This is an optimization exercise on Yosys and OpenROAD, whose aim is small area, not a production implementation.
In this exercise RTL edits were held to simulation tests only and were not proved equivalent to the original.
Power is estimated from default activity; no workload was simulated.

== main ==
// multicycle_datapath
module multicycle_datapath (
    input  logic        CLK,
    input  logic        reset,
    output logic        mem_req,
    output logic        mem_we,
    output logic [31:0] mem_addr,
    output logic [31:0] mem_wdata,
    input  logic [31:0] mem_rdata,
    input  logic        mem_ready,
    output logic [31:0] pc,
    output logic        retire,
    output logic        illegal
);
Size in the first run: about 1800 cells after synthesis, about 1100 flip-flops, about 140 I/O pins.
Settings: LEC_CHECK=0, ABC_AREA=1, CAP_MARGIN=0, CORE_MARGIN=2, CORE_UTILIZATION=70, SLEW_MARGIN=0; clock period 10.0 ns.
standard.sh (not shown) runs the stock make flow with config.mk's settings and CLKGATE_MAP_FILE= SYNTH_SCRIPT=/design/flow/synth_recipe.tcl, a recipe that flattens the netlist after the stock synthesis.
==> flow/flow/run.sh <==
#!/bin/bash
# The standard layout (standard.sh) with three changes:
#  - synthesis maps logic with ABC's &nf area mapper (flow/abc_nf.script) in
#    place of ORFS's abc_area.script; everything else in synth_recipe.tcl is
#    unchanged (same registers, flatten and renaming);
#  - ports get buf_1 buffers;
#  - CTS inserts no dummy loads and uses clusters of up to 16 sinks.
# Tool logs: orfs/logs/... (one per step) and flow_standard.log here.
set -euo pipefail
W=$PWD
{
  echo 'proc abc {args} {'
  echo '  set i [lsearch $args -script]'
  echo "  if {\$i >= 0} { set args [lreplace \$args [expr {\$i+1}] [expr {\$i+1}] $W/flow/abc_nf.script] }"
  echo '  yosys abc {*}$args'
  echo '}'
  cat "$W/synth_recipe.tcl"
} > "$W/my_synth.tcl"
sed "s#SYNTH_SCRIPT=[^ ]*#SYNTH_SCRIPT=$W/my_synth.tcl #" standard.sh > my_standard.sh
export BUFFER_PORTS_ARGS="-buffer_cell sky130_fd_sc_hd__buf_1"
export CTS_ARGS="-sink_clustering_enable -repair_clock_nets -dont_use_dummy_load -sink_clustering_size 16 -sink_clustering_max_diameter 50 -buf_list sky130_fd_sc_hd__clkbuf_8"
bash my_standard.sh > flow_standard.log 2>&1
==> flow/flow/abc_nf.script <==
strash
&get -n
&st
&dch -f
&nf -a -R 1000
&put
topo
Both conditions hold for main: the flow ran to the end and the final layout passed the timing, DRC and antenna checks.
Inputs modified between main and the feature branch:
--- a/flow/design.v
+++ b/flow/design.v
@@ -22,16 +22,17 @@
     logic [31:1][31:0] rf;      
     logic [31:0]       pcr;     
     logic [31:0]       xr;      
     logic [31:0]       yr;      
     logic [4:0]        rsel, rtsel;
     logic [3:0]        cls;
     logic              c_alu, c_pc, flag;
     logic [1:0]        prev;
+    logic [3:0]        cnt;
     logic [3:0] dcls;
     always_comb begin
         case (mem_rdata[31:26])
             6'h00: case (mem_rdata[5:0])
                 6'h20:   dcls = C_ADD;
                 6'h22:   dcls = C_SUB;
                 6'h24:   dcls = C_AND;
                 6'h25:   dcls = C_OR;
@@ -140,28 +141,28 @@
         if (fetch_done || load_done) yr <= mem_rdata;
         else
             for (int k = 0; k < 16; k++)
                 if (ywe && (ph == 4'(k))) yr[2*k +: 2] <= hB;
         if (fetch_done) begin
             rsel  <= mem_rdata[25:21];
             rtsel <= mem_rdata[20:16];
             cls   <= dcls;
-        end else if ((st == S_MEM) && mem_ready) begin
-            rsel  <= {1'b0, ph};    
         end
         c_alu <= c2;
         c_pc  <= pcc2;
         prev  <= (cls == C_J) ? ydig : immd;
         if (st == S_P1) begin
             if (cls == C_BEQ)
                 flag <= ((ph == 4'd0) || flag) && (hA == hB);
             else if (ph == 4'd15)
                 flag <= (alu_a[1] ^ alu_b[1]) ? alu_a[1] : sum[1];
         end
+        if (st == S_WB) cnt <= cnt + 4'd1;
+        else            cnt <= 4'd0;
     end
     always_ff @(posedge CLK or negedge reset) begin
         if (!reset) begin
             st    <= S_START;
             ph    <= 4'd0;
             clr   <= 1'b1;
         end else begin
             ph    <= ph + 4'd1;
@@ -174,17 +175,17 @@
                     case (cls)
                         C_SLT, C_BEQ, C_J: st <= S_P2;
                         C_LW, C_SW:        st <= S_MEM;
                         default:           st <= S_RET;
                     endcase
                 end
                 S_P2: if (ph == 4'd15) st <= (cls == C_SLT) ? S_RET : S_FETCH;
                 S_MEM: if (mem_ready) st <= S_WB;
-                S_WB: if (ph == rsel[3:0]) st <= S_RET;
+                S_WB: if (cnt == 4'd15) st <= S_RET;
                 default: st <= S_FETCH;    
             endcase
         end
     end
     assign mem_req   = (st == S_FETCH) || (st == S_MEM);
     assign mem_we    = (st == S_MEM) && (cls == C_SW);
     assign mem_addr  = xr;
     assign mem_wdata = yr;
==> run summary <==
The feature branch vs. main: slack of the critical path has decreased; sequential fraction of total cell area about even. main and the feature branch ended up with roughly the same post-route standard cell area excluding fillers. Flip-flop and latch power, the feature branch vs main: up slightly. NOTE routed wire length per instance main->the feature branch increased by a little under 10%. Beginning of the critical path: rtsel[0]$_DFFE_PP_ -> the feature branch, rtsel[1]$_DFFE_PP_ -> main.

==> afterwards: timing with drivers on the ports <==
The flow's constraints put no driver on any port. The routed layouts listed below were extracted and timed again, unchanged, in two steps. Step 1 sets driving cells, clkbuf_16 on the clock port and buf_2 on the other inputs (assumed; they add their load-dependent delay and slew). Step 2 times the ports against the registers' clock, not the clock port: input delays grow and output delays shrink by t, the midpoint of the rising clock arrivals with the driver on. a / b / c = no drivers / after step 1 / after step 2; a / b = the first two.
run	t (ns)	slack for setup (ns)	latest minus earliest clock arrival (ns)
main	0.670	5.067 / 5.067 / 5.067	0.102 / 0.102
the feature branch	0.683	4.429 / 4.429 / 4.429	0.083 / 0.083
After both steps every run listed still meets setup and hold.
